What follows belongs to an exercise in optimizing a design on an open flow for small area, a short achievable clock period and few clock cycles; a production flow would make more cautious choices. The RTL was checked by simulation tests, not by an equivalence proof against the original design. Power figures rest on the tool's default switching activity, not on a simulated workload.

old:
==> flow/design.v (excerpt) <==
module cpu (
    input  logic                   clk,
    input  logic                   arst_n,
    output logic [14-1:0] isram_addr,
    input  logic [32-1:0]   isram_dataout,
    output logic [14-1:0] dsram_addr,
    output logic [3:0]             dsram_wen,
    output logic [32-1:0]   dsram_datain,
    input  logic [32-1:0]   dsram_dataout
);
Size in the first run: about 4,600 cells after synthesis, ~1,300 flip-flops, roughly 130 I/O pins, roughly 0.060 sq mm of cells after synthesis.
Settings: LEC_CHECK=0, CAP_MARGIN=20, CORE_MARGIN=2, CORE_UTILIZATION=40, CTS_CLUSTER_DIAMETER=100, CTS_CLUSTER_SIZE=20, SLEW_MARGIN=20, TNS_END_PERCENT=100; clock period 9.0 ns.
standard.sh (not shown) runs the stock make flow with config.mk's settings and CLKGATE_MAP_FILE= SYNTH_SCRIPT=/design/flow/synth_recipe.tcl, a recipe that flattens the netlist after the stock synthesis.
==> flow/flow/run.sh <==
#!/bin/bash
# The standard layout (the standard.sh, unchanged synthesis and steps),
# with setup repair asked to leave 5.5 ns of slack at the 9 ns clock.
set -euo pipefail
bash standard.sh SETUP_SLACK_MARGIN=5.5 finish > standard.log 2>&1
Testbench counts of old, summed over its fixed seeds: cycles 82,486.
The inputs of new differ from those of old as listed below.
- SETUP_SLACK_MARGIN now 5, previously not set
==> flow/run.sh (new file) <==
#!/bin/bash
# synth_recipe.tcl (not shown) runs the flow's synth.tcl, then flattens the netlist and writes it again
# the make line also repeats each setting of config.mk as NAME=value (left out here)
make -C /OpenROAD-flow-scripts/flow DESIGN_CONFIG=/design/flow/config.mk WORK_HOME=/design/flow/orfs CLKGATE_MAP_FILE= SYNTH_SCRIPT=/design/flow/synth_recipe.tcl finish
removed: flow/flow/run.sh
removed: flow/standard.sh
### Flow results
- new: all stages complete, timing, DRC and antenna checks passed
- old has a higher number of ordinary and repair buffers in the finished layout than new.
- On area taken by flip-flops and latches, new tracks old almost exactly.
- Lower met3 global-route usage was reported by new, not old.
- new against old: static leakage power went down; post-route cell area saw a decrease; proportion of power drawn by combinational gates fell 1.1 points; sequential power roughly the same; post-route total power moved down.
- Compared with old, in new met2 demand-to-capacity share in global routing shrank by 2.0 points, placed instance area ~0 delta, area overhead of the layout relative to synthesis decreased 3.7 points.

========
Another version of the RTL of cpu (not shown whole).
For scale: roughly 1,300 flip-flops, roughly 130 I/O pins, roughly 0.059 mm2 of cells after synthesis.
export LEC_CHECK = 0
export CAP_MARGIN = 20
export CORE_MARGIN = 2
export CORE_UTILIZATION = 40
export CTS_CLUSTER_DIAMETER = 100
export CTS_CLUSTER_SIZE = 20
export PLACE_DENSITY = 0.72
export SETUP_SLACK_MARGIN = 5
export SLEW_MARGIN = 20
export TNS_END_PERCENT = 100
create_clock -name core_clock -period 9.0 [get_ports {clk}]
run.sh (not shown) runs the stock make flow with config.mk's settings and CLKGATE_MAP_FILE= SYNTH_SCRIPT=/design/flow/synth_recipe.tcl, a recipe that flattens the netlist after the stock synthesis.
Stock flow here: none of the scripts above is used.
Testbench counts at the start, summed over its fixed seeds: cycles 82,486.
Next try:
==> flow/flow/run.sh (new file) <==
#!/bin/bash
# The standard layout (the standard.sh, unchanged synthesis and steps),
# with setup repair asked to leave 5.5 ns of slack at the 9 ns clock.
set -euo pipefail
bash standard.sh SETUP_SLACK_MARGIN=5.5 finish > standard.log 2>&1
==> flow/standard.sh (new file) <==
#!/bin/bash
# synth_recipe.tcl (not shown) runs the flow's synth.tcl, then flattens the netlist and writes it again
# the make line also repeats each setting of config.mk as NAME=value (left out here)
make -C /OpenROAD-flow-scripts/flow DESIGN_CONFIG=/design/flow/config.mk WORK_HOME=/design/flow/orfs CLKGATE_MAP_FILE= SYNTH_SCRIPT=/design/flow/synth_recipe.tcl "${@:-finish}"
--- a/flow/config.mk
+++ b/flow/config.mk
@@ -12,5 +12,4 @@
 export CTS_CLUSTER_SIZE = 20
 export PLACE_DENSITY = 0.72
-export SETUP_SLACK_MARGIN = 5
 export SLEW_MARGIN = 20
 export TNS_END_PERCENT = 100
removed: flow/run.sh
After rerunning: Worst setup slack is better by 0.56 ns; via count rose by a few percent; utilization increases by 1.8 points; maximum frequency increases by about a fifth; power climbs slightly; non-clock buffer count goes up by 133; synthesized area does not change; sequential power is about the same; routed wire length goes up by a few percent.

-- re-timing with driven ports --
The flow's constraints put no driver on any port. The routed layouts listed below were extracted and timed again, unchanged, in two steps. Step 1 assumes that a clkbuf_16 drives the clock port and a buf_2 every other input. Step 2 adds t to the input delays and takes it off the output delays; t is the mean of the earliest and latest rising clock arrival at the registers after step 1. Input paths then give back, and output paths get back, about the clock's delay inside the block. a / b / c = ideal ports / drivers / drivers and shift; a / b = the first two.
| run | t (ns) | slack for setup (ns) | worst setup path after step 2 | slew at the worst register clock pin (ns) |
|---|---|---|---|---|
| old | 0.801 | 5.073 / 5.073 / 4.422 | input to register | 0.10 / 0.10 |
| new | 0.828 | 5.001 / 5.000 / 4.255 | input to register | 0.10 / 0.10 |
| the first run of note 2 | 0.771 | 4.853 / 4.853 / 4.402 | input to register | 0.09 / 0.09 |
| the second run of note 2 | 0.782 | 5.409 / 5.409 / 4.720 | input to register | 0.09 / 0.09 |
After both steps setup and hold are still met in every run listed. The setup slack of new, which loses most, moves by -0.001 ns with the drivers and by -0.746 ns with both steps.
